What follows belongs to an exercise in optimizing a design on an open flow for small area and a short achievable clock period; a production flow would make more cautious choices. At most, simulation tests tie the RTL to the original design; equivalence was not proved. Function not checked in runs 6 and 7: the RTL went through the layout flow alone. Power is estimated from default activity; no workload was simulated.

**design.v**
```verilog
module mem_responder_top (
    input  logic       clk,
    input  logic       rst,
    input  logic       req,
    input  logic       we,
    input  logic [7:0] addr,
    input  logic [7:0] wdata,
    output logic [7:0] rdata,
    output logic       ack,
    output logic       err,
    output logic       busy
);
    mem_responder #(.DW(8), .AW(8), .DEPTH(200), .WAIT(2)) u_resp (
        .clk(clk), .rst(rst), .req(req), .we(we), .addr(addr), .wdata(wdata),
        .rdata(rdata), .ack(ack), .err(err), .busy(busy));
endmodule

module mem_responder #(
    parameter int DW    = 8,
    parameter int AW    = 8,
    parameter int DEPTH = 256,
    parameter int WAIT  = 2
) (
    input  logic          clk,
    input  logic          rst,
    input  logic          req,
    input  logic          we,
    input  logic [AW-1:0] addr,
    input  logic [DW-1:0] wdata,
    output logic [DW-1:0] rdata,
    output logic          ack,
    output logic          err,
    output logic          busy
);
    localparam int NR = 66;      
    logic       busy_q, ack_q, err_q;
    logic [1:0] st_q;            
    logic          wr_q, inr_q;
    logic [2:0]    tp_q;         
    logic          w1_q;         
    logic [7:0]    lo_q, gr_q;
    logic [2:0]    xr_q;
    logic [DW-1:0] wdata_q;
    logic [DW-1:0] rdata_q;
    logic [2:0] ph_q;            
    logic       ph2_q;
    logic       wp1_q, pre_q;
    logic [DW-1:0] s0 [NR];      
    logic [DW-1:0] s1 [NR];
    logic [DW-1:0] s2 [NR];
    logic [DW-1:0] t0;           
    logic [DW-1:0] t1;
    logic       a_hi, a_inr;
    logic [1:0] a_word;
    logic [2:0] a_tp;
    logic [7:0] a_lo, a_gr;
    logic [2:0] a_xr;
    assign a_hi  = (addr[7:6] == 2'b11);
    assign a_inr = !a_hi || (addr[5:3] == 3'd0);
    always_comb begin
        a_lo = '0;
        a_lo[addr[2:0]] = 1'b1;
        a_gr = '0;
        if (!a_hi) a_gr[addr[5:3]] = 1'b1;
        a_xr[0] = a_hi && (addr[5:3] == 3'd0) && (addr[2:0] <= 3'd2);
        a_xr[1] = a_hi && (addr[5:3] == 3'd0) && (addr[2:0] >= 3'd3) && (addr[2:0] <= 3'd5);
        a_xr[2] = a_hi && (addr[5:3] == 3'd0) && (addr[2:0] >= 3'd6);
        if (!a_hi) a_word = addr[7:6];
        else case (addr[2:0])
            3'd0, 3'd3, 3'd6: a_word = 2'd0;
            3'd1, 3'd4, 3'd7: a_word = 2'd1;
            default:          a_word = 2'd2;
        endcase
        case (a_word)
            2'd0:    a_tp = 3'b100;
            2'd1:    a_tp = 3'b010;
            default: a_tp = 3'b001;
        endcase
    end
    logic          stage2, accessing, commit, at3, at2, at_tap, win, preset;
    logic [NR:0]   rsel;
    logic [DW-1:0] rd, setd;
    for (genvar r = 0; r < 64; r++) begin : g_sel
        assign rsel[r] = gr_q[r / 8] && lo_q[r % 8];
    end
    assign rsel[64] = xr_q[0];
    assign rsel[65] = xr_q[1];
    assign rsel[66] = xr_q[2];
    assign stage2    = busy_q && !ack_q && (st_q == 2'd2);
    assign accessing = busy_q && !ack_q && (st_q == 2'd3);
    assign commit    = accessing && !rst && wr_q;
    assign at3       = |(tp_q & ph_q);
    assign at2       = w1_q ^ ph2_q;
    assign at_tap    = xr_q[2] ? at2 : at3;
    assign win       = ((stage2 || accessing) && !rst) || wp1_q;
    assign preset    = wr_q && at_tap && win;
    assign setd      = (accessing && rst) ? rdata_q : wdata_q;
    always_ff @(posedge clk) begin
        ph_q  <= {ph_q[1], ph_q[0], !(ph_q[1] || ph_q[0])};
        ph2_q <= !ph2_q;
        wp1_q <= commit;
        pre_q <= preset;
    end
    always_ff @(posedge clk) begin
        if (rst) begin
            busy_q <= 1'b0;
            ack_q  <= 1'b0;
            err_q  <= 1'b0;
            st_q   <= 2'd0;
        end else if (!busy_q) begin
            if (req) begin
                busy_q <= 1'b1;
                st_q   <= 2'd1;
            end
        end else if (!ack_q) begin
            if (st_q == 2'd3) begin
                ack_q <= 1'b1;
                err_q <= !inr_q;
                st_q  <= 2'd0;
            end else begin
                st_q <= st_q + 2'd1;
            end
        end else if (!req) begin
            busy_q <= 1'b0;
            ack_q  <= 1'b0;
            err_q  <= 1'b0;
        end
    end
    always_ff @(posedge clk) begin
        if (!busy_q) begin
            wr_q    <= we && a_inr;
            inr_q   <= a_inr;
            tp_q    <= a_tp;
            w1_q    <= a_word[0];
            lo_q    <= a_lo;
            gr_q    <= a_gr;
            xr_q    <= a_xr;
            wdata_q <= wdata;
        end
    end
    always_comb begin
        rd = '0;
        for (int r = 0; r < NR; r++)
            if (rsel[r]) rd = rd | s2[r];
        if (rsel[NR]) rd = rd | t1;
    end
    always_ff @(posedge clk) begin
        if (!ack_q && at_tap) rdata_q <= rd;
    end
    for (genvar r = 0; r < NR; r++) begin : g_ring
        always_ff @(posedge clk) begin
            s0[r] <= ~(s2[r] | {DW{preset && rsel[r]}});
            s1[r] <= ~(s0[r] | ({DW{pre_q && rsel[r]}} & ~setd));
            s2[r] <= s1[r];
        end
    end
    always_ff @(posedge clk) begin
        t0 <= ~(t1 | {DW{preset && rsel[NR]}});
        t1 <= ~(t0 | ({DW{pre_q && rsel[NR]}} & ~setd));
    end
    assign rdata = rdata_q;
    assign ack   = ack_q;
    assign err   = err_q;
    assign busy  = busy_q;
endmodule
```
**flow/run.sh**
```bash
#!/bin/bash
# Standard ORFS layout (the standard.sh), with the port buffers made of buf_4 cells
# instead of whatever buffer_ports picks by default (it has been picking delay cells).
set -euo pipefail
bash standard.sh finish 'BUFFER_PORTS_ARGS=-buffer_cell sky130_fd_sc_hd__buf_4' > make_finish.log 2>&1
```
**standard.sh**
```bash
#!/bin/bash
# synth_recipe.tcl (not shown) runs the flow's synth.tcl, then flattens the netlist and writes it again
# the make line also repeats each setting of config.mk as NAME=value (left out here)
make -C /OpenROAD-flow-scripts/flow DESIGN_CONFIG=/design/flow/config.mk WORK_HOME=/design/flow/orfs CLKGATE_MAP_FILE= SYNTH_SCRIPT=/design/flow/synth_recipe.tcl "${@:-finish}"
```
**config.mk**
```make
export PLATFORM = sky130hd
export DESIGN_NAME = mem_responder_top
export DESIGN_NICKNAME = mem_responder_top
export VERILOG_FILES = /design/flow/design.v
export SDC_FILE = /design/flow/constraint.sdc
export NUM_CORES = 4
export LEC_CHECK = 0
export ABC_CLOCK_PERIOD_IN_PS = 2200
export CAP_MARGIN = 20
export CORE_MARGIN = 2
export CORE_UTILIZATION = 50
export CTS_BUF_LIST = sky130_fd_sc_hd__clkbuf_8
export CTS_CLUSTER_DIAMETER = 50
export CTS_CLUSTER_SIZE = 10
export SETUP_SLACK_MARGIN = 2.3
export SLEW_MARGIN = 20
export TNS_END_PERCENT = 0
```
**constraint.sdc**
```tcl
create_clock -name core_clock -period 4.5 [get_ports {clk}]
set_input_delay 0.9000 -clock core_clock [delete_from_list [all_inputs] [get_ports {clk}]]
set_output_delay 0.9000 -clock core_clock [all_outputs]
set_load 0.01 [all_outputs]
```
==> results of run 1 <==
worst paths after layout:
check | startpoint | endpoint | slack (ns) | cells past startpoint
hold reg to reg | u_resp.s1[63][6]$_DFF_P_ | u_resp.s2[63][6]$_DFF_P_ | 0.30 | 0
setup / recovery | u_resp.lo_q[4]$_DFFE_PN_ | u_resp.rdata_q[5]$_DFFE_PP_ | 1.76 | 5
setup reg to reg | u_resp.lo_q[4]$_DFFE_PN_ | u_resp.rdata_q[5]$_DFFE_PP_ | 1.76 | 5
hold / removal | wdata[1] | u_resp.wdata_q[1]$_DFFE_PN_ | 0.20 | 1
Yosys cell counts, types with 2 or more instances:
cell type | number | area [sq um]
a21boi_0 | 5 | 37.5
a32oi_1 | 8 | 70.1
nor2_1 | 423 | 1590
o22ai_1 | 23 | 144
a21oi_1 | 599 | 3000
o21ai_0 | 5 | 25.0
o22a_1 | 2 | 17.5
nor4b_1 | 4 | 35.0
a2111oi_0 | 7 | 61.3
and2_1 | 13 | 81.3
o221ai_1 | 2 | 17.5
a22o_1 | 41 | 359
buf_1 | 77 | 289
ha_1 | 12 | 150
dfxtp_1 | 1611 | 32300
a31oi_1 | 105 | 657
nor4_1 | 8 | 50.1
edfxtp_1 | 41 | 1230
and3_1 | 127 | 795
clkbuf_1 | 138 | 518
a211oi_1 | 4 | 30.0
or4_1 | 2 | 15.0
buf_4 | 8 | 60.1
mux2i_1 | 8 | 80.1
o211ai_1 | 2 | 15.0
a22oi_1 | 122 | 916
a221oi_1 | 9 | 78.8
nand3_1 | 91 | 455
o2111ai_1 | 3 | 26.3
inv_2 | 5 | 18.8
nor2b_1 | 2 | 12.5
inv_1 | 23 | 86.3
a222oi_1 | 45 | 450
nand2_1 | 22 | 82.6
buf_2 | 105 | 526
nand4_1 | 22 | 138
nor3_1 | 4 | 20.0
kinds of logic (layout without fill, tap and decap cells):
kind of cell	Yosys count	after routing	share of synthesized area (%)
fa+ha+maj	12	12	0.337
flops	1652	1652	75.2
simple gates	726	726	7.49
buf+inv	358	415	3.40
other cells	0	2	0
compound gates	986	986	13.3
mux	9	9	0.205
xor+xnor	2	2	0.0393
metal layers:
layer | global-route usage [%] | vias to the layer above | part of all wire, %
li1 | - | 12900 | -
met1 | 43.4 | 14600 | 43
met2 | 44.2 | 1492 | 42
met3 | 8.79 | 354 | 10
met4 | 15.5 | 4 | 5.3
met5 | 0 | - | 0.022
through the flow:
| stage | power (mW) | util, % | instances |
|---|---|---|---|
| 2_1_floorplan | 15.7 | - | 3745 |
| 3_3_place_gp | 16.4 | 51.6 | 4682 |
| 3_5_place_dp | 16.4 | 51.6 | 4682 |
| 4_1_cts | 25.0 | 55.7 | 4967 |
| 5_1_grt | 25.7 | 55.7 | 4969 |
| 6_report | 25.0 | 55.7 | 4969 |
where the power goes:
group	total, mW	internal [mW]	switching (mW)	leakage, nW
Clock	8.73	3.81	4.92	1.56
Combinational	1.48	0.421	1.05	6.06
Sequential	14.8	14.7	0.0429	13.8
area by class of cell:
class / count / area [sq um] / share of cell area (%)
clock buffer: 189 / 2600 / 5.28
multi-input combinational: 1735 / 9770 / 19.8
clock inverter: 41 / 240 / 0.488
sequential: 1652 / 33500 / 68.0
tap: 1165 / 1460 / 2.96
antenna: 2 / 5.00 / 0.0102
timing repair buffer: 156 / 1570 / 3.19
inverter: 29 / 113 / 0.229
critical path: stages, from the launching register on:
cell and delay [ns]:
edfxtp_1 0.46, buf_4 0.36, a22o_1 0.29, a22oi_1 0.46, nand4_1 0.31, or4_1 0.58
repair_timing:
item / 4_1_cts / 5_1_grt
hold endpoints to repair: 0 / 0
setup buffers: 51 / 0
pin swaps: 14 / 5
gates resized for setup: 34 / 7
gates cloned: 4 / 0
setup endpoints to repair: 905 / 943
==> notes.md, run 1 <==
Die Y=302 um; vias in the first global route=27600; TritonCTS clock tree=built; chip width=~300 um; status=timing/DRC/antenna clean; final period utilization=60.8%; max cap viols=0; clock skew=between 0.04 and 0.05 ns; Crit Path Class=reg2reg; ys flop type=dfxtp_1; wirelength, routed=142000 um; flops & latches, synth=1652; Max VDD drop=360 uV; fin area=49200 sq um; measured slew at the worst slew-check pin=1.12 ns; WL per Instance=28.6 um; Via density=5.90; grt ovf=0; initial antenna violation count=4; Power per Cell Area=507 nW/um^2; setup TNS=0 ns; Worst Path Arrival=3.36 ns; Post-synth EDFFs=41; core area=approximately 88000 sq um; Clock Latency Late Sink=0.88 ns; Detail Placement HPWL=90100 um; Area growth, synth to finish=10.6%; Num CTS Buffers=186; Setup crit end kind=flop; largest net degree at the start of global routing=68; dpl cell area=45600 sq um; global-route wire length before repair=202000 um; post-synth cell types=54; commonest non-fill, non-tap cells in the layout=dfxtp_1 (1610), a21oi_1 (599), nor2_1 (423); crit path time final=~2.7 ns; GPL Wtd Cong=slightly below 1; final net count=3792; via count=around 29000; syn avg cell area=11.9 sq um; setup slack after layout=1.76 ns; GR Util All Layers=31.1%; dpl ws=around 1.1 ns; DRC violations left=0; largest registers=u_resp.s0 (528), u_resp.s1 (528), u_resp.s2 (528); CTS Buffer Depth=3; 1st-iter DRT viols=3751; Critical Path RT=5.12 ns; Max Slew Vio Count=0; Mapped Area=between 40000 and 50000 sq um; Final ANT Viol Nets=0; relative slew slack=25.4%; first drt pass iteration count=9; maximum clock rate=365 MHz; Leak=21.4 nW; asr flop ratio synth=0%; clock slew at reported path FFs=0.08 ns; WHS=0.197 ns; filler cell count=7464; RSZ-0062 raised after global routing=yes; Starting Density=~50%; Final Hold Violating Endpoints=0; Syn Inst Count=3745; Setup violations, final=0; leading cell type in the layout, fill and taps excluded=dfxtp_1; Root Buffer=clkbuf_8; number of hold buffers added after CTS=0; critical-path maximum fanout=49; CTS Sinks=1652; Port Buffer Count=30; die area=91500 sq um; Hold Path Class=in2reg; row cnt=109; Synth Warn #=4; Syn Nets=3777; layout cells sized above 1=around a tenth; I/O Pins=31; H-tree depth=4; crit start category=flop; sequential share of the synthesized area=75.2%
==> run 2: changes to the inputs <==
==> run.sh (new file) <==
#!/bin/bash
# synth_recipe.tcl (not shown) runs the flow's synth.tcl, then flattens the netlist and writes it again
# the make line also repeats each setting of config.mk as NAME=value (left out here)
make -C /OpenROAD-flow-scripts/flow DESIGN_CONFIG=/design/flow/config.mk WORK_HOME=/design/flow/orfs CLKGATE_MAP_FILE= SYNTH_SCRIPT=/design/flow/synth_recipe.tcl finish
removed: flow/run.sh
removed: standard.sh
==> run 2 against run 1 <==
- sequential power about the same
- clock power decreased by 1%
- final cell count barely moved
- via count shrank 0.99%
- total power shrank 0.36%
- non-clock buffer count grew 15
- synthesized cell count stayed put
- register-to-register slack worse by 0.19 ns
- sequential cell count is the same
- global-route usage down 1.5 points
- combinational power is essentially flat
- critical path depth is 2 higher
==> notes.md, run 2 <==
clock skew=0.0387 ns (-0.00311 ns); r2r endpoint=u_resp.rdata_q[1]$_DFFE_PP_; largest net degree at the start of global routing=87 (+28%); commonest non-fill, non-tap cells in the layout=dfxtp_1 (1608), a21oi_1 (599), nor2_1 (422); row cnt=109 (unchanged); Synth top area share=72.4% (unchanged); net switching power=5.91 mW (-1.8%); syn avg cell area=11.9 sq um (unchanged); GPL Wtd Cong=0.977 (+0.76%); TritonCTS clock tree=built; max cap viols=0 (unchanged); Sw Share=23.8% (-0.34 points); sequential share of the synthesized area=75.2% (unchanged); final std cells w/o fill=4973 (+0.080%); initial antenna violation count=1 (-3); vias in the first global route=27100 (-1.8%); RSZ-0062 raised after global routing=yes; Hold Path Origin=u_resp.s1[61][2]$_DFF_P_; measured slew at the worst slew-check pin=1.07 ns (-0.0541 ns); biggest area consumer among synthesized cells=dfxtp_1; status=timing/DRC/antenna clean; Crit Path Class=reg2reg; Detail Placement HPWL=88100 um (-2.2%); relative slew slack=27.5% (+2.1 points); Syn Nets=3777 (unchanged); Leak=21.4 nW (-0.21%); Syn Inst Count=3745 (unchanged); Die Y=302 um (unchanged); most numerous cell in the Yosys netlist=dfxtp_1; Critical Path RT=4.96 ns (-0.16 ns); grt ovf=0 (unchanged); Setup crit end kind=flop; Power per Cell Area=504 nW/um^2 (-0.59%); H-tree depth=4 (unchanged); final period utilization=65.0% (+4.2 points); asr flop ratio synth=0% (unchanged); Final Hold Violating Endpoints=0 (unchanged); Final ANT Viol Nets=0 (unchanged); flops & latches, synth=1652 (unchanged); Clock Latency Late Sink=0.85 ns (-0.03 ns); Internal Power=19.0 mW (about the same); Max VDD drop=326 uV (-9.3%); Starting Density=50.4% (unchanged); final net count=3806 (+0.37%); Max Slew Vio Count=0 (unchanged); Root Buffer=clkbuf_8; number of hold buffers added after CTS=0 (unchanged); Post-synth EDFFs=41 (unchanged); Hold Path Class=reg2reg; clock slew at reported path FFs=0.08 ns (about the same); clock network power share=34.7% (-0.3 points); layout cells sized above 1=10.0% (-0.48 points); Area growth, synth to finish=10.8%; Synth Warn #=4 (unchanged); Reg power frac=59.4% (+0.3 points); total power=24.9 mW (-0.36%); Setup violations, final=0 (unchanged); post-synth cell types=54 (unchanged); global-route wire length before repair=194000 um (-4.1%); first drt pass iteration count=9 (unchanged); leading cell type in the layout, fill and taps excluded=dfxtp_1; top cells by area, synth=dfxtp_1 (72%), a21oi_1 (6.7%), nor2_1 (3.6%); core area=88400 sq um (unchanged); dpl cell area=46000 sq um (+0.86%); die area=91500 sq um (unchanged); largest registers=u_resp.s0 (528), u_resp.s1 (528), u_resp.s2 (528); Worst Path Arrival=3.39 ns (+0.03 ns); chip width=302 um (unchanged); Combinational Power Share=6.0% (about the same); GR Util All Layers=29.6% (-1.5 points); Endpoint, Worst Hold=u_resp.s2[61][2]$_DFF_P_; r2r setup slk=1.57 ns (-0.19 ns); hold path cells=0 (-1); setup TNS=0 ns (unchanged); WHS=0.305 ns (+0.108 ns); via count=29000 (-0.99%); I/O Pins=31 (unchanged); maximum clock rate=342 MHz (-6.4%); CTS Sinks=1652 (unchanged); wirelength, routed=137000 um (-3.6%); Placed Cells=4704 (+0.47%); most frequent cells after synthesis=dfxtp_1 (1611), a21oi_1 (599), nor2_1 (423), clkbuf_1 (138), and3_1 (127); Num CTS Buffers=185 (-0.54%); CTS Buffer Depth=3 (unchanged); DRC violations left=0 (unchanged); critical-path maximum fanout=4 (-92%); Port Buffer Count=30 (unchanged); fin area=49400 sq um (+0.23%); Worst R2R Path Depth=7 (+2); 1st-iter DRT viols=3443 (-8.2%); ys flop type=dfxtp_1; Mapped Area=44500 sq um (unchanged); RR Startpoint=u_resp.lo_q[4]$_DFFE_PN_; crit path time final=2.93 ns (+0.188 ns); WL per Instance=27.6 um (-3.7%); crit start category=flop; Via density=5.84 (-1.1%)
## run 2: cell counts after synthesis
No cell type changed its count.
## run 2: worst max path at each step
stage / to / cells after the start / slack (ns) / start
finish: u_resp.rdata_q[1]$_DFFE_PP_ / 7 / 1.57 / u_resp.lo_q[4]$_DFFE_PN_
global placement: u_resp.s1[20][7]$_DFF_P_ / 5 / 1.03 / rst
detailed placement: u_resp.s1[51][7]$_DFF_P_ / 5 / 1.02 / rst
floorplan: u_resp.s0[58][0]$_DFF_P_ / 8 / 2.27 / rst
global route: u_resp.rdata_q[1]$_DFFE_PP_ / 7 / 1.67 / u_resp.lo_q[6]$_DFFE_PN_
CTS: u_resp.rdata_q[1]$_DFFE_PP_ / 6 / 1.65 / u_resp.lo_q[5]$_DFFE_PN_
## run 2: worst max-delay path, stage by stage, from the launching register on
cell and delay [ns]:
edfxtp_1 0.39, buf_6 0.16, buf_8 0.13, a22o_1 0.24, a222oi_1 0.66, o2111ai_1 0.24
nor4_2 0.33, nand4_1 0.38
## run 2: kinds of logic (layout without fill, tap and decap cells)
family                   after synthesis  count (layout)  share of synthesized area [%]
adder cells (fa/ha/maj)               12              12                          0.337
multiplexers                           9               9                          0.205
XOR/XNOR                               2               2                         0.0393
AND/OR/NAND/NOR                      726             726                           7.49
flip-flops                          1652            1652                           75.2
AO/OA/AOI/OAI                        986             986                           13.3
other                                  0               2                              0
buffers and inverters                358             419                           3.40
## run 2: timing repair
| item | 4_1_cts | 5_1_grt |
|---|---|---|
| setup buffers | 28 | 17 |
| setup endpoints to repair | 929 | 716 |
| gates resized for setup | 19 | 20 |
| gates cloned | 0 | 3 |
| pin swaps | 9 | 18 |
## run 2: layer usage
metal,GRT usage [%],routed length (um),up-vias
met3,7.38,13000,294
met4,14.2,6970,0
li1,-,-,12900
met2,42.7,58200,1366
met1,41.6,59000,14500
met5,0,0,-
## run 2: through the flow
| step | setup WS [ns] | utilization (%) |
|---|---|---|
| detailed placement | 1.02 | 52.0 |
| global placement | 1.03 | 52.0 |
| floorplan | 2.27 | - |
| global route | 1.67 | 55.8 |
| finish | 1.57 | 55.8 |
| CTS | 1.65 | 55.5 |
## run 2: area by class of cell
class / instances / area, sq um
clock inverters: 31 / 194
flip-flops and latches: 1652 / 33500
fillers: 7559 / 39000
inverters: 29 / 109
repair buffers: 171 / 1780
well taps: 1165 / 1460
diodes: 2 / 5.00
clock buffers: 188 / 2590
multi-input cells: 1735 / 9740
## run 2: power by group through the flow
stage,combinational (mW),sequential [mW],clock (mW)
floorplan,0.631,15.1,0
global placement,1.30,15.1,0
detailed placement,1.30,15.1,0
CTS,1.37,14.8,8.76
global route,1.50,14.8,9.35
finish,1.49,14.8,8.63
==> run 3: changes to the inputs <==
--- a/config.mk
+++ b/config.mk
@@ -10,7 +10,4 @@
 export CORE_MARGIN = 2
 export CORE_UTILIZATION = 50
-export CTS_BUF_LIST = sky130_fd_sc_hd__clkbuf_8
-export CTS_CLUSTER_DIAMETER = 50
-export CTS_CLUSTER_SIZE = 10
 export SETUP_SLACK_MARGIN = 2.3
 export SLEW_MARGIN = 20
==> run 3 against run 2 <==
- clock power grew 53%
- total power up 18%
- routed wire length fell by 0.15%
- critical endpoint unchanged
==> notes.md, run 3 <==
Combinational Power Share=5.0% (-1.0 points); Synth top area share=72.4% (unchanged); wirelength, routed=137000 um (-0.15%); r2r endpoint=u_resp.rdata_q[1]$_DFFE_PP_; Area growth, synth to finish=16.1%; Via density=5.79 (-0.79%); Synth Warn #=4 (unchanged); Worst R2R Path Depth=7 (unchanged); Max VDD drop=524 uV (+60%); Hold Path Origin=u_resp.s1[60][4]$_DFF_P_; vias in the first global route=27100 (-0.070%); CTS Buffer Depth=3 (unchanged); row cnt=109 (unchanged); Setup violations, final=0 (unchanged); biggest area consumer among synthesized cells=dfxtp_1; RR Startpoint=u_resp.lo_q[4]$_DFFE_PN_; critical-path maximum fanout=4 (unchanged); grt ovf=0 (unchanged); filler cell count=7243 (-4.2%); Die Y=302 um (unchanged); I/O Pins=31 (unchanged); status=timing/DRC/antenna clean; Crit Path Class=reg2reg; setup slack after layout=1.56 ns (-0.0146 ns); largest registers=u_resp.s0 (528), u_resp.s1 (528), u_resp.s2 (528); Post-synth EDFFs=41 (unchanged); most frequent cells after synthesis=dfxtp_1 (1611), a21oi_1 (599), nor2_1 (423), clkbuf_1 (138), and3_1 (127); CTS Sinks=1652 (unchanged); hold path cells=0 (unchanged); initial antenna violation count=2 (+1); Mapped Area=44500 sq um (unchanged); via count=29100 (+0.31%); Sw Share=22.6% (-1.2 points); crit start category=flop; chip width=302 um (unchanged); Power per Cell Area=569 nW/um^2 (+13%); clock slew at reported path FFs=0.07 ns (about the same); number of hold buffers added after CTS=0 (unchanged); ys flop type=dfxtp_1; maximum clock rate=340 MHz (-0.50%); Leak=22.5 nW (+5.0%); global-route wire length before repair=195000 um (+0.69%); Max Slew Vio Count=0 (unchanged); most numerous cell in the Yosys netlist=dfxtp_1; clock network power share=44.8% (+10 points); post-synth cell types=54 (unchanged); net switching power=6.65 mW (+12%); WL per Instance=27.2 um (-1.2%); Starting Density=50.4% (unchanged); Endpoint, Worst Hold=u_resp.s2[60][4]$_DFF_P_; Reg power frac=50.2% (-9.2 points); final period utilization=65.3% (+0.32 points); Clock Latency Late Sink=0.76 ns (-0.09 ns); DRC violations left=0 (unchanged); GR Util All Layers=29.7% (+0.19 points); die area=91500 sq um (unchanged); WHS=0.315 ns (+0.0101 ns); Syn Nets=3777 (unchanged); max cap viols=0 (unchanged); Syn Inst Count=3745 (unchanged); setup TNS=0 ns (unchanged); Num CTS Buffers=154 (-17%); Final ANT Viol Nets=0 (unchanged); flops & latches, synth=1652 (unchanged); commonest non-fill, non-tap cells in the layout=dfxtp_1 (1609), a21oi_1 (599), nor2_1 (422); TritonCTS clock tree=built; clock skew=0.0241 ns (-0.0146 ns); sequential share of the synthesized area=75.2% (unchanged); measured slew at the worst slew-check pin=1.03 ns (-0.0400 ns); dpl ws=1.02 ns (unchanged); Hold Path Class=reg2reg; Port Buffer Count=30 (unchanged); 1st-iter DRT viols=3192 (-7.3%); core area=88400 sq um (unchanged); Final Hold Violating Endpoints=0 (unchanged); Worst Path Arrival=3.29 ns (-0.10 ns); relative slew slack=30.2% (+2.7 points); syn avg cell area=11.9 sq um (unchanged); leading cell type in the layout, fill and taps excluded=dfxtp_1; Critical Path RT=4.85 ns (-0.11 ns); first drt pass iteration count=7 (-2); Internal Power=22.8 mW (+20%); crit path time final=2.94 ns (+0.0146 ns); layout cells sized above 1=10.9% (+0.89 points); Setup crit end kind=flop; top cells by area, synth=dfxtp_1 (72%), a21oi_1 (6.7%), nor2_1 (3.6%); final net count=3768 (-1.0%); Root Buffer=clkbuf_16; largest net degree at the start of global routing=87 (unchanged); r2r setup slk=1.56 ns (about the same); RSZ-0062 raised after global routing=yes; H-tree depth=4 (unchanged); GPL Wtd Cong=0.977 (unchanged); asr flop ratio synth=0% (unchanged); Detail Placement HPWL=88100 um (unchanged)
## run 3: cell types whose count changed in the layout (fill, tap and decap cells not counted), sizes merged
cell | previous run | this run
dlygate4sd2 | 5 | 0
clkbuf | 191 | 219
clkinvlp | 6 | 4
dlymetal6s2s | 0 | 4
inv | 49 | 37
bufbuf | 0 | 1
bufinv | 1 | 11
clkdlybuf4s50 | 25 | 26
clkinv | 4 | 40
diode | 2 | 1
buf | 138 | 133
## run 3: kinds of logic (layout without fill, tap and decap cells)
logic type / after synthesis / after routing / synth area share (%)
XOR/XNOR: 2 / 2 / 0.0393
buffers and inverters: 358 / 475 / 3.40
flip-flops: 1652 / 1652 / 75.2
other: 0 / 1 / 0
adder cells (fa/ha/maj): 12 / 12 / 0.337
AND/OR/NAND/NOR: 726 / 726 / 7.49
AO/OA/AOI/OAI: 986 / 986 / 13.3
multiplexers: 9 / 9 / 0.205
## run 3: worst max-delay path by stage
| stage | start | end | cells past startpoint |
|---|---|---|---|
| 5_1_grt | u_resp.xr_q[0]$_DFFE_PN_ | u_resp.rdata_q[4]$_DFFE_PP_ | 5 |
| 2_1_floorplan | rst | u_resp.s0[58][0]$_DFF_P_ | 8 |
| 3_3_place_gp | rst | u_resp.s1[20][7]$_DFF_P_ | 5 |
| 6_report | u_resp.lo_q[4]$_DFFE_PN_ | u_resp.rdata_q[1]$_DFFE_PP_ | 7 |
| 4_1_cts | u_resp.lo_q[4]$_DFFE_PN_ | u_resp.rdata_q[1]$_DFFE_PP_ | 7 |
| 3_5_place_dp | rst | u_resp.s1[51][7]$_DFF_P_ | 5 |
## run 3: metrics by stage
step                      utilization (%)  instance area (sq um)  total power, mW  std cells
after floorplan                         -                  44600             15.7       3745
after global placement               52.0                  46000             16.4       4703
after detailed placement             52.0                  46000             16.4       4704
after CTS                            58.3                  51500             29.5       5013
after global routing                 58.5                  51700             30.2       5027
final                                58.5                  51700             29.4       5028
## run 3: what timing repair did
item,in CTS,in global routing
resized for setup,13,23
pin swaps,11,14
cloned,1,0
setup endpoints to repair,980,924
buffers inserted,26,14
## run 3: final cells by class
| type | instances | area, sq um | share of cell area, % |
|---|---|---|---|
| Multi-Input combinational cell | 1735 | 9740 | 18.8 |
| Tap cell | 1165 | 1460 | 2.82 |
| Timing Repair Buffer | 164 | 1700 | 3.29 |
| Sequential cell | 1652 | 33500 | 64.8 |
| Clock buffer | 219 | 4470 | 8.65 |
| Clock inverter | 63 | 727 | 1.41 |
| Inverter | 29 | 109 | 0.211 |
| Antenna cell | 1 | 2.50 | 0.00484 |
## run 3: per-layer routing
layer / vias to the layer above / global-route usage (%) / share of wire, %
li1: 12900 / - / -
met5: - / 0 / 0.0080
met1: 14600 / 41.6 / 43
met4: 2 / 14.8 / 5.3
met3: 291 / 7.78 / 9.2
met2: 1316 / 42.8 / 42
## run 3: power groups by stage
stage,clock (mW),combinational (mW),sequential [mW]
final,13.2,1.48,14.8
after global routing,13.9,1.49,14.8
after CTS,13.3,1.39,14.8
after detailed placement,0,1.30,15.1
after global placement,0,1.30,15.1
after floorplan,0,0.631,15.1
## run 3: critical path: stages (launching register included)
cell	delay [ns]
edfxtp_1	0.39
buf_6	0.16
buf_8	0.13
a22o_1	0.26
a222oi_1	0.63
o2111ai_1	0.23
nor4_2	0.33
nand4_1	0.42
==> run 4: changes to the inputs <==
--- a/config.mk
+++ b/config.mk
@@ -10,4 +10,7 @@
 export CORE_MARGIN = 2
 export CORE_UTILIZATION = 50
+export CTS_BUF_LIST = sky130_fd_sc_hd__clkbuf_16
+export CTS_CLUSTER_DIAMETER = 60
+export CTS_CLUSTER_SIZE = 24
 export SETUP_SLACK_MARGIN = 2.3
 export SLEW_MARGIN = 20
==> run 4 against run 3 <==
- critical path depth down 1
- register-to-register slack worse by 0.13 ns
- clock-buffer cell count down 118
- die area unchanged
- routed wire length down 0.81%
- sequential share of layout area up 2.5 points
- synthesized area unchanged
- largest cell class unchanged
- largest power group unchanged
==> notes.md, run 4 <==
status=timing/DRC/antenna clean; asr flop ratio synth=0% (unchanged); Worst Path Buf+Inv=1 (-1); Max VDD drop=434 uV (-17%); Power per Cell Area=521 nW/um^2 (-8.4%); number of hold buffers added after CTS=0 (unchanged); Top Layer Used=met5; RSZ-0062 raised after global routing=yes; Critical Path RT=4.81 ns (-0.04 ns); Finished Core Util=56.3% (-2.2 points); Syn Nets=3777 (unchanged); WHS=0.318 ns (+0.00249 ns); final period utilization=68.2% (+2.8 points); ys flop type=dfxtp_1; Setup crit end kind=flop; crit start category=flop; Port Buffer Count=30 (unchanged); Via density=5.84 (+0.70%); clock skew=0.0284 ns (+0.00428 ns); grt ovf=0 (unchanged); final net count=3708 (-1.6%); max cap viols=0 (unchanged); leading cell type in the layout, fill and taps excluded=dfxtp_1; Mapped Area=44500 sq um (unchanged); chip width=302 um (unchanged); DRC violations left=0 (unchanged); clock slew at reported path FFs=0.09 ns (+0.02 ns); filler cell count=7426 (+2.5%); initial antenna violation count=2 (unchanged); largest registers=u_resp.s0 (528), u_resp.s1 (528), u_resp.s2 (528); family with the most delay on the worst path=compound AO/OA/AOI/OAI gates; row cnt=109 (unchanged); Num CTS Buffers=96 (-38%); Placed Cells=4704 (unchanged); sequential share of the synthesized area=75.2% (unchanged); largest net degree at the start of global routing=87 (unchanged); Hold Path Class=reg2reg; WL per Instance=27.6 um (+1.5%); most frequent cells after synthesis=dfxtp_1 (1611), a21oi_1 (599), nor2_1 (423), clkbuf_1 (138), and3_1 (127); die area=91500 sq um (unchanged); post-synth cell types=54 (unchanged); biggest area consumer among synthesized cells=dfxtp_1; GR Util All Layers=29.2% (-0.56 points); Synth top area share=72.4% (unchanged); most numerous cell in the Yosys netlist=dfxtp_1; I/O Pins=31 (unchanged); Max Slew Vio Count=0 (unchanged); Die Y=302 um (unchanged); CTS Buffer Depth=3 (unchanged); relative slew slack=28.4% (-1.8 points); GPL Wtd Cong=0.977 (unchanged); H-tree depth=3 (-1); dpl cell area=46000 sq um (unchanged); commonest non-fill, non-tap cells in the layout=dfxtp_1 (1610), a21oi_1 (599), nor2_1 (422); final std cells w/o fill=4914 (-2.3%); total power=25.9 mW (-12%); Syn Inst Count=3745 (unchanged); measured slew at the worst slew-check pin=1.05 ns (+0.0269 ns); first drt pass iteration count=6 (-1); Detail Placement HPWL=88100 um (unchanged); CP max stage delay=0.76 ns (+0.13 ns); Worst Path Arrival=3.38 ns (+0.09 ns); met2 routed WL=57800 um (-0.21%); via count=28700 (-1.6%); maximum clock rate=326 MHz (-4.1%); wl on met1=58900 um (-0.35%); area taken by multi-input logic gates=9700 sq um (-0.42%); crit path time final=3.07 ns (+0.127 ns); Cell Chain, Critical Path=buf_6 > a22o_1 > a222oi_1 > o2111ai_1 > nor4_2 > nand4_1; vias in the first global route=26100 (-3.6%); CP max stage cell=a222oi_1; critical-path maximum fanout=4 (unchanged); Root Buffer=clkbuf_16; Synth Warn #=4 (unchanged); Crit Path Class=reg2reg; CTS Sinks=1652 (unchanged); core area=88400 sq um (unchanged); Post-synth EDFFs=41 (unchanged); Final Hold Violating Endpoints=0 (unchanged); 1st-iter DRT viols=3276 (+2.6%); Final ANT Viol Nets=0 (unchanged); Clock Latency Late Sink=0.71 ns (-0.05 ns); top cells by area, synth=dfxtp_1 (72%), a21oi_1 (6.7%), nor2_1 (3.6%); fin area=49700 sq um (-3.8%); wirelength, routed=136000 um (-0.81%); Leak=21.5 nW (-4.5%); setup slack after layout=1.43 ns (-0.127 ns); Register Area=33500 sq um (about the same); Starting Density=50.4% (unchanged); Area growth, synth to finish=11.7%; WL met3=12500 um (-1.0%); Setup violations, final=0 (unchanged); layout cells sized above 1=8.46% (-2.5 points); global-route wire length before repair=192000 um (-1.9%); setup TNS=0 ns (unchanged); TritonCTS clock tree=built; dpl ws=1.02 ns (unchanged); flops & latches, synth=1652 (unchanged); syn avg cell area=11.9 sq um (unchanged)
[run 4: area by class of cell]
class                           count  share of cell area (%)
Tap cell                         1165                    2.93
Timing Repair Buffer              162                    3.47
Multi-Input combinational cell   1735                    19.5
Inverter                           29                   0.219
Clock inverter                     69                    1.47
Antenna cell                        1                 0.00503
Clock buffer                      101                    5.08
Sequential cell                  1652                    67.3
[run 4: cell families (layout without fill, tap and decap cells)]
kind of cell               after synthesis  in the layout  share of synthesized area (%)
buffers and inverters                  358            361                           3.40
and+or+nand+nor                        726            726                           7.49
DFF                                   1652           1652                           75.2
other                                    0              1                              0
muxes                                    9              9                          0.205
xor gates and xnor gates                 2              2                         0.0393
adders and majority gates               12             12                          0.337
AOI/OAI and AO/OA                      986            986                           13.3
[run 4: worst paths after layout]
path	startpoint	slack, ns	to	cells after the start
worst min register to register	u_resp.s1[1][7]$_DFF_P_	0.32	u_resp.s2[1][7]$_DFF_P_	0
worst max-delay path	u_resp.lo_q[5]$_DFFE_PN_	1.43	u_resp.rdata_q[1]$_DFFE_PP_	6
worst min-delay path	u_resp.s1[1][7]$_DFF_P_	0.32	u_resp.s2[1][7]$_DFF_P_	0
worst max register to register	u_resp.lo_q[5]$_DFFE_PN_	1.43	u_resp.rdata_q[1]$_DFFE_PP_	6
[run 4: report_power, final]
part           leakage, nW  internal, mW  switching [mW]  total (mW)
sequential            13.8          14.7          0.0550        14.8
combinational         6.04         0.429            1.03        1.46
clock                 1.61          4.47            5.21        9.68
total                 21.5          19.6            6.30        25.9
[run 4: per-layer routing]
layer  global-route usage [%]  vias to the layer above
li1                         -                    12800
met3                     5.92                      243
met4                     13.6                        4
met1                     41.9                    14300
met2                     42.4                     1374
met5                        0                        -
[run 4: what timing repair did]
action,in CTS,in global routing
gates resized for setup,14,9
setup endpoints to repair,1042,976
pin swaps,11,11
buffers inserted,23,12
hold endpoints to repair,0,0
cloned,0,4
==> run 5: changes to the inputs <==
==> config.mk (replaced) <==
export PLATFORM = sky130hd
export DESIGN_NAME = mem_responder_top
export DESIGN_NICKNAME = mem_responder_top
export VERILOG_FILES = /design/flow/design.v
export SDC_FILE = /design/flow/constraint.sdc
export NUM_CORES = 4
export LEC_CHECK = 0
export CAP_MARGIN = 20
export CORE_MARGIN = 2
export CORE_UTILIZATION = 40
export SLEW_MARGIN = 20
==> run 5 against run 4 <==
- still clean
- clock-buffer cell count increased by 110
- total power is 13% higher
- sequential share of layout area fell by 2.3 points
- global-route usage decreased by 5.7 points
- largest cell class unchanged
- highest routed layer unchanged
==> notes.md, run 5 <==
hold path cells=0 (unchanged); max cap viols=0 (unchanged); total power=29.3 mW (+13%); biggest area consumer among synthesized cells=dfxtp_1; largest net degree at the start of global routing=71 (-18%); Crit Path Class=reg2reg; Final ANT Viol Nets=0 (unchanged); 1st-iter DRT viols=3268 (-0.24%); largest registers=u_resp.s0 (528), u_resp.s1 (528), u_resp.s2 (528); Power per Cell Area=568 nW/um^2 (+9.0%); Synth Warn #=4 (unchanged); PostCTS Resize Cnt=0 (-14); Clock Latency Late Sink=0.77 ns (+0.06 ns); final period utilization=75.9% (+7.7 points); RSZ-0062 raised after global routing=no; initial antenna violation count=3 (+1); sequential share of the synthesized area=75.2% (unchanged); Setup crit end kind=flop; Syn Inst Count=3745 (unchanged); grt ovf=0 (unchanged); H-tree depth=4 (+1); Synth top area share=72.4% (unchanged); ys flop type=dfxtp_1; Num CTS Buffers=154 (+60%); r2r setup slk=1.09 ns (-0.35 ns); Hold Path Origin=u_resp.s1[62][4]$_DFF_P_; first drt pass iteration count=6 (unchanged); Max Slew Vio Count=0 (unchanged); Leak=22.2 nW (+3.3%); crit path time final=3.41 ns (+0.348 ns); via count=29000 (+1.2%); leading cell type in the layout, fill and taps excluded=dfxtp_1; commonest non-fill, non-tap cells in the layout=dfxtp_1 (1610), a21oi_1 (599), nor2_1 (423); Final Hold Violating Endpoints=0 (unchanged); most frequent cells after synthesis=dfxtp_1 (1611), a21oi_1 (599), nor2_1 (423), clkbuf_1 (138), and3_1 (127); relative slew slack=28.8% (+0.45 points); global-route wire length before repair=194000 um (+1.1%); flops & latches, synth=1652 (unchanged); Area growth, synth to finish=15.7%; Worst Path Arrival=3.82 ns (+0.44 ns); Die Y=338 um (+12%); clock skew=0.0262 ns (-0.00219 ns); Syn Nets=3777 (unchanged); TritonCTS clock tree=built; GR Util All Layers=23.5% (-5.7 points); syn avg cell area=11.9 sq um (unchanged); clock slew at reported path FFs=0.07 ns (-0.02 ns); CP startpoint=u_resp.gr_q[1]$_SDFFCE_PP0N_; measured slew at the worst slew-check pin=1.06 ns (+0.00598 ns); vias in the first global route=27100 (+3.8%); crit start category=flop; Worst R2R Path Depth=7 (+1); WL per Instance=25.5 um (-7.6%); chip width=338 um (+12%); Post-CTS Setup Bufs=0 (-100%); top cells by area, synth=dfxtp_1 (72%), a21oi_1 (6.7%), nor2_1 (3.6%); setup slack after layout=1.09 ns (-0.348 ns); n_diodes=0 (-1); Max VDD drop=335 uV (-23%); number of hold buffers added after CTS=0 (unchanged); critical-path maximum fanout=24 (+20); Critical Path RT=4.91 ns (+0.10 ns); Post-synth EDFFs=41 (unchanged); DRC violations left=0 (unchanged); row cnt=122 (+12%); most numerous cell in the Yosys netlist=dfxtp_1; CTS Sinks=1652 (unchanged); RR Startpoint=u_resp.gr_q[1]$_SDFFCE_PP0N_; Setup violations, final=0 (unchanged); Placed Cells=5025 (+6.8%); final std cells w/o fill=5300 (+7.9%); Via density=5.48 (-6.1%); wirelength, routed=135000 um (-0.34%); Root Buffer=clkbuf_16; status=timing/DRC/antenna clean; die area=114000 sq um (+25%); GPL Wtd Cong=0.952 (-2.6%); final net count=3725 (+0.46%); dpl ws=0.979 ns (-0.0384 ns); Mapped Area=44500 sq um (unchanged); setup TNS=0 ns (unchanged); CTS Buffer Depth=3 (unchanged); Hold Path Class=reg2reg; Finished Core Util=46.6% (-9.7 points); Starting Density=40.3% (-10 points); post-synth cell types=54 (unchanged); core area=111000 sq um (+25%); I/O Pins=31 (unchanged); maximum clock rate=293 MHz (-10%); asr flop ratio synth=0% (unchanged); Endpoint, Worst Hold=u_resp.s2[62][4]$_DFF_P_; Detail Placement HPWL=86800 um (-1.5%); r2r endpoint=u_resp.rdata_q[7]$_DFFE_PP_; Port Buffer Count=30 (unchanged); layout cells sized above 1=9.44% (+0.99 points)
==> run 5: cell counts after synthesis <==
Identical to the previous run, type by type.
==> run 5: logic make-up (layout without fill, tap and decap cells) <==
logic type / count (synthesis) / count (layout) / share of synthesized area (%)
simple gates: 726 / 726 / 7.49
compound gates: 986 / 986 / 13.3
flops: 1652 / 1652 / 75.2
mux: 9 / 9 / 0.205
fa+ha+maj: 12 / 12 / 0.337
xor+xnor: 2 / 2 / 0.0393
buf+inv: 358 / 425 / 3.40
==> run 5: how the worst max path moves through the flow <==
stage / endpoint / slack, ns / depth (start not counted)
after CTS: u_resp.rdata_q[4]$_DFFE_PP_ / 1.24 / 5
after detailed placement: u_resp.s1[62][0]$_DFF_P_ / 0.98 / 5
after global routing: u_resp.rdata_q[4]$_DFFE_PP_ / 1.14 / 5
after floorplan: u_resp.s1[0][7]$_DFF_P_ / 2.23 / 6
after global placement: u_resp.s1[4][0]$_DFF_P_ / 1.02 / 5
final: u_resp.rdata_q[7]$_DFFE_PP_ / 1.09 / 7
==> run 5: metal layers <==
metal / routed length, um / GRT usage (%) / up-vias
li1: - / - / 12900
met1: 58900 / 32.6 / 14500
met2: 57900 / 34.7 / 1320
met3: 11900 / 5.41 / 317
met4: 6650 / 11.0 / 4
met5: 20 / 0 / -
==> run 5: area by class of cell <==
class / instances / area (sq um)
clock buffers: 211 / 4430
clock inverters: 64 / 714
fillers: 9964 / 59000
inverters: 29 / 109
multi-input cells: 1735 / 9640
flip-flops and latches: 1652 / 33500
well taps: 1488 / 1860
repair buffers: 121 / 1300
==> run 5: power breakdown <==
group | switching [mW] | internal, mW
Sequential | 0.0975 | 14.7
Combinational | 0.961 | 0.370
Clock | 5.59 | 7.52
==> run 5: critical path: stages, from the launching register on <==
cell and delay (ns):
edfxtp_1 0.75, buf_12 0.32, and2_1 0.39, a32oi_1 0.48, nand3_1 0.12, a2111oi_0 0.49
buf_4 0.23, nand4_1 0.25
==> run 5: through the flow <==
stage               hold WS [ns]  instance area, sq um
finish                     0.313                 51500
global route               0.321                 51500
CTS                        0.319                 51500
detailed placement         0.312                 46400
global placement           0.310                 46400
floorplan                  0.310                 44500
==> run 6: changes to the inputs <==
==> design.v (replaced) <==
module mem_responder_top (
    input  logic       clk,
    input  logic       rst,
    input  logic       req,
    input  logic       we,
    input  logic [7:0] addr,
    input  logic [7:0] wdata,
    output logic [7:0] rdata,
    output logic       ack,
    output logic       err,
    output logic       busy
);
    mem_responder #(.DW(8), .AW(8), .DEPTH(200), .WAIT(2)) u_resp (
        .clk(clk), .rst(rst), .req(req), .we(we), .addr(addr), .wdata(wdata),
        .rdata(rdata), .ack(ack), .err(err), .busy(busy));
endmodule

module mem_responder #(
    parameter int DW    = 8,
    parameter int AW    = 8,
    parameter int DEPTH = 256,
    parameter int WAIT  = 2
) (
    input  logic          clk,
    input  logic          rst,
    input  logic          req,
    input  logic          we,
    input  logic [AW-1:0] addr,
    input  logic [DW-1:0] wdata,
    output logic [DW-1:0] rdata,
    output logic          ack,
    output logic          err,
    output logic          busy
);
    localparam int RL   = 3;                        
    localparam int NR   = (DEPTH + RL - 1) / RL;    
    localparam int RW   = $clog2(NR + 1);           
    localparam int RTAP = 1;                        
    localparam int WTAP = RL - 1;                   
    logic       busy_q, ack_q, err_q;
    logic [1:0] st_q;            
    logic          we_q;
    logic          inr_q;
    logic [RW-1:0] ring_q;
    logic [1:0]    word_q;
    logic [DW-1:0] wdata_q;
    logic [DW-1:0] rdata_q;
    logic [1:0] ph_q;
    logic       wp1_q, wp2_q;
    logic [DW-1:0] s0 [NR];
    logic [DW-1:0] s1 [NR];
    logic [DW-1:0] s2 [NR];
    logic       accessing, commit, on_rtap, on_wtap, wr_go;
    logic [2:0] pos;
    logic [DW-1:0] rd;
    assign accessing = busy_q && !ack_q && (st_q == 2'd3);
    assign commit    = accessing && !rst && we_q && inr_q;
    assign pos       = 3'(word_q) + 3'(ph_q);
    assign on_rtap   = (pos == 3'(RTAP)) || (pos == 3'(RTAP + RL));
    assign on_wtap   = (pos == 3'(WTAP)) || (pos == 3'(WTAP + RL));
    assign wr_go     = (commit || wp1_q || wp2_q) && on_wtap;
    always_ff @(posedge clk) begin
        ph_q  <= (ph_q >= 2'(RL - 1)) ? 2'd0 : ph_q + 2'd1;
        wp1_q <= commit;
        wp2_q <= wp1_q;
    end
    always_ff @(posedge clk) begin
        if (rst) begin
            busy_q <= 1'b0;
            ack_q  <= 1'b0;
            err_q  <= 1'b0;
            st_q   <= 2'd0;
        end else if (!busy_q) begin
            if (req) begin
                busy_q <= 1'b1;
                st_q   <= 2'd1;
            end
        end else if (!ack_q) begin
            if (st_q == 2'd3) begin
                ack_q <= 1'b1;
                err_q <= !inr_q;
                st_q  <= 2'd0;
            end else begin
                st_q <= st_q + 2'd1;
            end
        end else if (!req) begin
            busy_q <= 1'b0;
            ack_q  <= 1'b0;
            err_q  <= 1'b0;
        end
    end
    always_ff @(posedge clk) begin
        if (!busy_q) begin
            we_q    <= we;
            inr_q   <= ({1'b0, addr} < (AW+1)'(DEPTH));
            ring_q  <= RW'(addr / AW'(RL));
            word_q  <= 2'(addr % AW'(RL));
            wdata_q <= wdata;
        end
    end
    always_comb begin
        rd = '0;
        for (int r = 0; r < NR; r++)
            if (inr_q && ring_q == RW'(r)) rd = rd | s1[r];
    end
    always_ff @(posedge clk) begin
        if (!ack_q && on_rtap) rdata_q <= rd;
    end
    for (genvar r = 0; r < NR; r++) begin : g_ring
        always_ff @(posedge clk) begin
            s0[r] <= (wr_go && ring_q == RW'(r)) ? wdata_q : s2[r];
            s1[r] <= s0[r];
            s2[r] <= s1[r];
        end
    end
    assign rdata = rdata_q;
    assign ack   = ack_q;
    assign err   = err_q;
    assign busy  = busy_q;
endmodule
==> run 6 against run 5 <==
- still clean on timing, DRC and antenna
- final area is 3.9% higher
- worst setup slack worse by 0.38 ns
- die area is 2.2% higher
- combinational power is 18% higher
- sequential power hardly changed
- final cell count is 6.0% lower
- synthesized cell count is 16% lower
- register-to-register slack worse by 0.32 ns
- largest power group unchanged
==> notes.md, run 6 <==
Die Y=341 um (+1.1%); vias in the first global route=25400 (-6.4%); first drt pass iteration count=6 (unchanged); GPL Wtd Cong=0.933 (-2.0%); TritonCTS clock tree=built; Setup violations, final=0 (unchanged); Port Buffer Count=30 (unchanged); Area growth, synth to finish=17.6%; chip width=341 um (+1.1%); crit path to=u_resp.word_q[1]$_DFFE_PN_; most numerous cell in the Yosys netlist=dfxtp_1; grt ovf=0 (unchanged); largest net degree at the start of global routing=68 (-4.2%); Syn Nets=3178 (-16%); WL per Instance=27.0 um (+5.6%); via count=26100 (-10%); RSZ-0062 raised after global routing=no; biggest area consumer among synthesized cells=dfxtp_1; dpl cell area=48500 sq um (+4.6%); global-route wire length before repair=190000 um (-2.0%); Worst Path Arrival=4.30 ns (+0.48 ns); Finished Core Util=47.5% (+0.91 points); wirelength, routed=134000 um (-0.74%); post-synth cell types=76 (+41%); maximum clock rate=263 MHz (-10%); r2r endpoint=u_resp.s0[61][7]$_DFF_P_; RR Startpoint=u_resp.word_q[0]$_DFFE_PN_; Mapped Area=45500 sq um (+2.3%); dpl ws=-0.0331 ns (-1.01 ns); H-tree depth=4 (unchanged); Hold Path Class=reg2reg; flops & latches, synth=1644 (-0.48%); WHS=0.306 ns (-0.00674 ns); crit start category=input pin; CTS Sinks=1644 (-0.48%); Power per Cell Area=544 nW/um^2 (-4.2%); CP startpoint=addr[7]; largest registers=u_resp.s0 (536), u_resp.s1 (536), u_resp.s2 (536); asr flop ratio synth=0% (unchanged); crit path time final=3.80 ns (+0.381 ns); r2r setup slk=0.77 ns (-0.32 ns); Max Slew Vio Count=0 (unchanged); Starting Density=40.4% (+0.14 points); Num CTS Buffers=153 (-0.65%); Post-synth EDFFs=27 (-34%); Root Buffer=clkbuf_16; Crit Path Class=in2reg; clock slew at reported path FFs=0.06 ns (about the same); Final ANT Viol Nets=0 (unchanged); Critical Path RT=5.00 ns (+0.09 ns); CTS Buffer Depth=3 (unchanged); most frequent cells after synthesis=dfxtp_1 (1617), mux2_2 (566), nor2_1 (96), clkbuf_1 (86), nand2_1 (85); ys flop type=dfxtp_1; initial antenna violation count=5 (+2); Post-CTS Setup Bufs=0 (unchanged); relative slew slack=21.0% (-7.8 points); I/O Pins=31 (unchanged); Synth top area share=71.1% (-1.3 points); final net count=3387 (-9.1%); Max VDD drop=356 uV (+6.4%); leading cell type in the layout, fill and taps excluded=dfxtp_1; Setup crit end kind=flop; syn avg cell area=14.4 sq um (+22%); measured slew at the worst slew-check pin=1.18 ns (+0.122 ns); critical-path maximum fanout=14 (-42%); layout cells sized above 1=29.7% (+20 points); final period utilization=84.4% (+8.5 points); Leak=21.4 nW (-3.5%); core area=113000 sq um (+1.9%); fin area=53600 sq um (+3.9%); number of hold buffers added after CTS=0 (unchanged); Synth Warn #=4 (unchanged); Syn Inst Count=3152 (-16%); setup slack after layout=0.704 ns (-0.381 ns); Via density=5.24 (-4.4%); Final Hold Violating Endpoints=0 (unchanged); clock skew=0.0395 ns (+0.0134 ns); Detail Placement HPWL=88200 um (+1.7%); sequential share of the synthesized area=72.9% (-2.3 points); GR Util All Layers=22.8% (-0.74 points); row cnt=123 (+0.82%); PostCTS Resize Cnt=0 (unchanged); Worst R2R Path Depth=8 (+1); top cells by area, synth=dfxtp_1 (71%), mux2_2 (14%), edfxtp_1 (1.8%); commonest non-fill, non-tap cells in the layout=dfxtp_1 (1617), mux2_2 (566), buf_4 (158); DRC violations left=0 (unchanged); max cap viols=0 (unchanged); Clock Latency Late Sink=0.77 ns (about the same); die area=117000 sq um (+2.2%); 1st-iter DRT viols=2767 (-15%); status=timing/DRC/antenna clean
-- run 6: kinds of logic after synthesis --
| logic type | count (synthesis) | synth area share (%) |
|---|---|---|
| flip-flops | 1644 | 72.9 |
| multiplexers | 611 | 15.2 |
| AO/OA/AOI/OAI | 369 | 6.10 |
| AND/OR/NAND/NOR | 360 | 4.04 |
| buffers and inverters | 155 | 1.52 |
| XOR/XNOR | 7 | 0.135 |
| adder cells (fa/ha/maj) | 6 | 0.181 |
-- run 6: area by class of cell --
cell class | instances | area, sq um
Timing Repair Buffer | 198 | 1680
Clock buffer | 226 | 4520
Sequential cell | 1644 | 33200
Inverter | 11 | 41.3
Multi-Input combinational cell | 1353 | 11800
Clock inverter | 49 | 510
Antenna cell | 1 | 2.50
Fill cell | 9936 | 59100
Tap cell | 1500 | 1880
-- run 6: critical path, stage by stage --
cell	delay, ns
clkdlybuf4s50_1	0.65
and4_1	0.28
o21ai_0	0.19
o21ai_0	0.14
a211o_1	0.36
ha_1	0.22
nor4_1	0.44
xor2_1	0.18
nor2_1	0.07
ha_1	0.19
nor4_1	0.26
a22oi_1	0.13
mux2_2	0.29
-- run 6: worst min path at each step --
stage / startpoint / endpoint / slack (ns) / depth (start not counted)
global route: u_resp.s0[22][4]$_DFF_P_ / u_resp.s1[22][4]$_DFF_P_ / 0.31 / 0
finish: u_resp.s0[29][4]$_DFF_P_ / u_resp.s1[29][4]$_DFF_P_ / 0.31 / 0
floorplan: u_resp.s0[0][0]$_DFF_P_ / u_resp.s1[0][0]$_DFF_P_ / 0.31 / 0
CTS: u_resp.s0[59][1]$_DFF_P_ / u_resp.s1[59][1]$_DFF_P_ / 0.31 / 0
global placement: u_resp.s0[63][2]$_DFF_P_ / u_resp.s1[63][2]$_DFF_P_ / 0.31 / 0
detailed placement: u_resp.s0[23][5]$_DFF_P_ / u_resp.s1[23][5]$_DFF_P_ / 0.31 / 0
-- run 6: layer usage --
layer	track usage, %	wire [um]	vias up
li1	-	-	11600
met1	32.5	60900	13200
met2	33.8	58100	1123
met3	4.88	10700	257
met4	8.65	4680	2
met5	0	13	-
-- run 6: where the power goes --
group / internal, mW / leakage, nW / switching (mW)
Combinational: 0.391 / 5.61 / 1.18
Sequential: 14.6 / 13.3 / 0.0490
Clock: 7.43 / 2.49 / 5.46
-- run 6: metrics by stage --
step	instances	power, mW	TNS (ns)
after floorplan	3152	15.6	0
after global placement	4705	16.5	-0.000292
after detailed placement	4706	16.5	-0.0648
after CTS	4981	29.3	0
after global routing	4981	29.9	0
final	4982	29.2	0
==> run 7: changes to the inputs <==
--- a/design.v
+++ b/design.v
@@ -33,35 +33,48 @@
     output logic          busy
 );
-    localparam int RL   = 3;                        
-    localparam int NR   = (DEPTH + RL - 1) / RL;    
-    localparam int RW   = $clog2(NR + 1);           
-    localparam int RTAP = 1;                        
-    localparam int WTAP = RL - 1;                   
+    localparam int NR = 67;
     logic       busy_q, ack_q, err_q;
     logic [1:0] st_q;            
     logic          we_q;
-    logic          inr_q;
-    logic [RW-1:0] ring_q;
-    logic [1:0]    word_q;
+    logic [AW-1:0] addr_q;
     logic [DW-1:0] wdata_q;
     logic [DW-1:0] rdata_q;
     logic [1:0] ph_q;
-    logic       wp1_q, wp2_q;
-    logic [DW-1:0] s0 [NR];
+    logic       wp1_q, pre_q;
+    logic [DW-1:0] s0 [NR];      
     logic [DW-1:0] s1 [NR];
     logic [DW-1:0] s2 [NR];
-    logic       accessing, commit, on_rtap, on_wtap, wr_go;
-    logic [2:0] pos;
-    logic [DW-1:0] rd;
+    logic          hi, inr, stage2, accessing, commit, at_s2, preset;
+    logic [1:0]    word;
+    logic [2:0]    pos;
+    logic [NR-1:0] rsel;
+    logic [DW-1:0] rd, setd;
+    assign hi   = (addr_q[7:6] == 2'b11);
+    assign inr  = !hi || (addr_q[5:3] == 3'd0);
+    always_comb begin
+        if (!hi) word = addr_q[7:6];
+        else case (addr_q[2:0])
+            3'd0, 3'd3, 3'd6: word = 2'd0;
+            3'd1, 3'd4, 3'd7: word = 2'd1;
+            default:          word = 2'd2;
+        endcase
+    end
+    for (genvar r = 0; r < 64; r++) begin : g_sel
+        assign rsel[r] = !hi && (addr_q[5:0] == 6'(r));
+    end
+    assign rsel[64] = hi && (addr_q[5:3] == 3'd0) && (addr_q[2:0] <= 3'd2);
+    assign rsel[65] = hi && (addr_q[5:3] == 3'd0) && (addr_q[2:0] >= 3'd3) && (addr_q[2:0] <= 3'd5);
+    assign rsel[66] = hi && (addr_q[5:3] == 3'd0) && (addr_q[2:0] >= 3'd6);
+    assign stage2    = busy_q && !ack_q && (st_q == 2'd2);
     assign accessing = busy_q && !ack_q && (st_q == 2'd3);
-    assign commit    = accessing && !rst && we_q && inr_q;
-    assign pos       = 3'(word_q) + 3'(ph_q);
-    assign on_rtap   = (pos == 3'(RTAP)) || (pos == 3'(RTAP + RL));
-    assign on_wtap   = (pos == 3'(WTAP)) || (pos == 3'(WTAP + RL));
-    assign wr_go     = (commit || wp1_q || wp2_q) && on_wtap;
+    assign commit    = accessing && !rst && we_q && inr;
+    assign pos       = 3'(word) + 3'(ph_q);
+    assign at_s2     = (pos == 3'd2) || (pos == 3'd5);
+    assign preset    = we_q && inr && at_s2 && (((stage2 || accessing) && !rst) || wp1_q);
+    assign setd      = (accessing && rst) ? rdata_q : wdata_q;
     always_ff @(posedge clk) begin
-        ph_q  <= (ph_q >= 2'(RL - 1)) ? 2'd0 : ph_q + 2'd1;
+        ph_q  <= (ph_q >= 2'd2) ? 2'd0 : ph_q + 2'd1;
         wp1_q <= commit;
-        wp2_q <= wp1_q;
+        pre_q <= preset;
     end
     always_ff @(posedge clk) begin
@@ -79,5 +92,5 @@
             if (st_q == 2'd3) begin
                 ack_q <= 1'b1;
-                err_q <= !inr_q;
+                err_q <= !inr;
                 st_q  <= 2'd0;
             end else begin
@@ -93,7 +106,5 @@
         if (!busy_q) begin
             we_q    <= we;
-            inr_q   <= ({1'b0, addr} < (AW+1)'(DEPTH));
-            ring_q  <= RW'(addr / AW'(RL));
-            word_q  <= 2'(addr % AW'(RL));
+            addr_q  <= addr;
             wdata_q <= wdata;
         end
@@ -102,13 +113,13 @@
         rd = '0;
         for (int r = 0; r < NR; r++)
-            if (inr_q && ring_q == RW'(r)) rd = rd | s1[r];
+            if (rsel[r]) rd = rd | s2[r];
     end
     always_ff @(posedge clk) begin
-        if (!ack_q && on_rtap) rdata_q <= rd;
+        if (!ack_q && at_s2) rdata_q <= rd;
     end
     for (genvar r = 0; r < NR; r++) begin : g_ring
         always_ff @(posedge clk) begin
-            s0[r] <= (wr_go && ring_q == RW'(r)) ? wdata_q : s2[r];
-            s1[r] <= s0[r];
+            s0[r] <= ~(s2[r] | {DW{preset && rsel[r]}});
+            s1[r] <= ~(s0[r] | ({DW{pre_q && rsel[r]}} & ~setd));
             s2[r] <= s1[r];
         end
==> run 7 against run 6 <==
- sequential share of layout area grew 2.3 points
- clock skew shrank 0.011 ns
- synthesized area fell by 4.4%
- die area fell by 4.4%
- global-route usage rose by 1.6 points
- non-clock buffer count shrank 42
- sequential power is essentially flat
- core utilization about the same
- critical endpoint is now u_resp.rdata_q[6]$_DFFE_PP_
==> notes.md, run 7 <==
CTS Buffer Depth=3 (unchanged); setup TNS=0 ns (unchanged); measured slew at the worst slew-check pin=1.13 ns (-0.0539 ns); Die Y=334 um (-2.2%); Leak=21.6 nW (+0.77%); hold path cells=0 (unchanged); final net count=3740 (+10%); relative slew slack=24.3% (+3.3 points); final period utilization=87.4% (+3.0 points); biggest area consumer among synthesized cells=dfxtp_1; first drt pass iteration count=6 (unchanged); Max Slew Vio Count=0 (unchanged); Combinational Power Share=3.4% (-2.0 points); final std cells w/o fill=5253 (+5.4%); global-route wire length before repair=197000 um (+3.6%); core area=108000 sq um (-3.8%); DRC violations left=0 (unchanged); CP max stage cell=or4_1; Internal Power=22.8 mW (+1.6%); Syn Inst Count=3603 (+14%); Via density=5.43 (+3.7%); die area=111000 sq um (-4.4%); post-synth cell types=61 (-20%); max cap viols=0 (unchanged); Critical Path RT=4.96 ns (-0.04 ns); Mapped Area=43500 sq um (-4.4%); Reg power frac=51.0% (+0.6 points); initial antenna violation count=4 (-1); Power per Cell Area=567 nW/um^2 (+4.3%); commonest non-fill, non-tap cells in the layout=dfxtp_1 (1617), nor2_1 (597), a21oi_1 (564); Final ANT Viol Nets=0 (unchanged); ys flop type=dfxtp_1; Cell Chain, Critical Path=buf_4 > or4b_1 > nor3_1 > buf_4 > a22o_1 > a221oi_1 > nand3_1 > or4_1; net switching power=6.45 mW (-3.7%); chip width=334 um (-2.2%); layout cells sized above 1=12.2% (-17 points); Clock Latency Late Sink=0.78 ns (about the same); GPL Wtd Cong=0.956 (+2.5%); Hold Path Origin=u_resp.s1[11][0]$_DFF_P_; top cells by area, synth=dfxtp_1 (74%), a21oi_1 (6.5%), nor2_1 (5.2%); critical-path maximum fanout=16 (+2); CP startpoint=u_resp.addr_q[0]$_DFFE_PN_; Num CTS Buffers=153 (unchanged); Post-synth EDFFs=25 (-7.4%); Synth top area share=74.4% (+3.3 points); grt ovf=0 (unchanged); r2r setup slk=0.57 ns (-0.20 ns); number of hold buffers added after CTS=0 (unchanged); r2r endpoint=u_resp.rdata_q[6]$_DFFE_PP_; filler cell count=9633 (-3.0%); Detail Placement HPWL=90700 um (+2.8%); crit path time final=3.93 ns (+0.135 ns); n_diodes=0 (-1); 1st-iter DRT viols=3083 (+11%); crit start category=flop; Setup violations, final=0 (unchanged); flops & latches, synth=1642 (-0.12%); Endpoint, Worst Hold=u_resp.s2[11][0]$_DFF_P_; Root Buffer=clkbuf_16; Worst R2R Path Depth=8 (unchanged); status=timing/DRC/antenna clean; asr flop ratio synth=0% (unchanged); Final Hold Violating Endpoints=0 (unchanged); RR Startpoint=u_resp.addr_q[0]$_DFFE_PN_; largest registers=u_resp.s0 (536), u_resp.s1 (536), u_resp.s2 (536); sequential share of the synthesized area=76.1% (+3.2 points); I/O Pins=31 (unchanged); GR Util All Layers=24.4% (+1.6 points); maximum clock rate=254 MHz (-3.4%); CP max stage delay=0.68 ns (+0.03 ns); Sw Share=22.0% (-0.92 points); Register Area=33100 sq um (-0.18%); Crit Path Class=reg2reg; RSZ-0062 raised after global routing=no; Worst Path Arrival=4.40 ns (+0.10 ns); H-tree depth=4 (unchanged); most numerous cell in the Yosys netlist=dfxtp_1; clock slew at reported path FFs=0.07 ns (about the same); wirelength, routed=138000 um (+2.8%); clock network power share=45.6% (+1.4 points); syn avg cell area=12.1 sq um (-16%); WL per Instance=26.3 um (-2.5%); cell mode on critical path=buf_4; Post-CTS Setup Bufs=0 (unchanged); via count=28500 (+9.3%); area taken by multi-input logic gates=9850 sq um (-16%); vias in the first global route=27100 (+7.0%); Area growth, synth to finish=18.4%; clock skew=0.0284 ns (-0.0111 ns); Placed Cells=4974 (+5.7%); row cnt=121 (-1.6%); TritonCTS clock tree=built; Port Buffer Count=30 (unchanged); largest net degree at the start of global routing=68 (unchanged); Max VDD drop=344 uV (-3.4%); Hold Path Class=reg2reg; CTS Sinks=1642 (-0.12%); leading cell type in the layout, fill and taps excluded=dfxtp_1; Syn Nets=3628 (+14%); Setup crit end kind=flop; Synth Warn #=4 (unchanged); most frequent cells after synthesis=dfxtp_1 (1617), nor2_1 (599), a21oi_1 (564), clkbuf_1 (133), a22oi_1 (116); PostCTS Resize Cnt=0 (unchanged); Starting Density=40.2% (-0.26 points)
## run 7: cell count changes after synthesis, moves of 47 or more
cell      change
nor3_2       +61
nand2_1      -55
nor2_1      +503
mux2_2      -565
clkbuf_1     +47
a21oi_1     +517
## run 7: final cells by class
type | instances | share of cell area (%)
Sequential cell | 1642 | 64.2
Multi-Input combinational cell | 1752 | 19.1
Clock buffer | 220 | 8.60
Tap cell | 1414 | 3.43
Timing Repair Buffer | 156 | 2.89
Clock inverter | 59 | 1.67
Inverter | 10 | 0.0728
## run 7: cell families after synthesis
family / count (synthesis) / synth area share (%)
DFF: 1642 / 76.1
muxes: 10 / 0.233
adders and majority gates: 5 / 0.161
AOI/OAI and AO/OA: 862 / 12.0
buffers and inverters: 209 / 1.93
and+or+nand+nor: 875 / 9.62
## run 7: how the worst max path moves through the flow
stage	to	slack (ns)	depth (start not counted)
2_1_floorplan	u_resp.s0[14][0]$_DFF_P_	0.98	18
3_3_place_gp	u_resp.s0[6][3]$_DFF_P_	0.68	14
3_5_place_dp	u_resp.s0[6][3]$_DFF_P_	0.71	14
4_1_cts	u_resp.s0[6][4]$_DFF_P_	0.65	14
5_1_grt	u_resp.s0[6][4]$_DFF_P_	0.42	13
6_report	u_resp.rdata_q[6]$_DFFE_PP_	0.57	8
## run 7: power groups by stage
stage	Clock, mW	Sequential (mW)	Combinational (mW)
2_1_floorplan	0	15.2	0.409
3_3_place_gp	0	15.2	0.951
3_5_place_dp	0	15.2	0.951
4_1_cts	13.5	14.9	0.956
5_1_grt	14.1	14.9	0.994
6_report	13.4	14.9	0.987
## run 7: worst max-delay path: cells and delay by family, from the launching register on
kind	cells	cell delay, ns
AO/OA/AOI/OAI	2	0.82
flip-flops	1	0.65
AND/OR/NAND/NOR	4	1.61
buffers and inverters	2	0.52
## run 7: layer usage
metal | vias to the layer above | part of all wire (%) | global-route usage, %
li1 | 12700 | - | -
met3 | 294 | 8.9 | 5.87
met1 | 14300 | 43 | 33.3
met5 | - | 0 | 0
met4 | 0 | 5.2 | 12.0
met2 | 1306 | 43 | 36.1
## run 7: metrics by stage
stage               worst slack [ns]  hold slack [ns]  area, sq um  total power, mW  util (%)
floorplan                      0.979            0.310        43500             15.6         -
global placement               0.683            0.310        46300             16.2      42.7
detailed placement             0.712            0.312        46300             16.2      42.7
CTS                            0.649            0.301        51600             29.3      47.6
global route                   0.423            0.311        51600             30.0      47.6
finish                         0.569            0.303        51600             29.3      47.6

[what the ideal ports hide]
In the flow no input, the clock included, has a driving cell. The finished layouts below were timed again as built, in two steps.
Step 1 assumes that a clkbuf_16 drives the clock port and a buf_2 every other input.
Step 2 also shifts input and output timing later by t, the mid clock arrival at the registers, as if the neighbouring blocks saw the same clock.
Three values: ideal ports, drivers, drivers and shift; two values: the first two.
run	t, ns	setup slack, ns
run 1	0.929	1.762 / 1.762 / 1.689
run 2	0.897	1.574 / 1.574 / 1.026
run 3	0.810	1.560 / 1.560 / 1.060
run 4	0.759	1.433 / 1.433 / 1.041
run 5	0.830	1.085 / 1.085 / 0.984
run 6	0.816	0.704 / 0.754 / -0.061
run 7	0.833	0.569 / 0.569 / 0.569
With both steps, setup timing fails in run 6, where it was met with ideal ports.
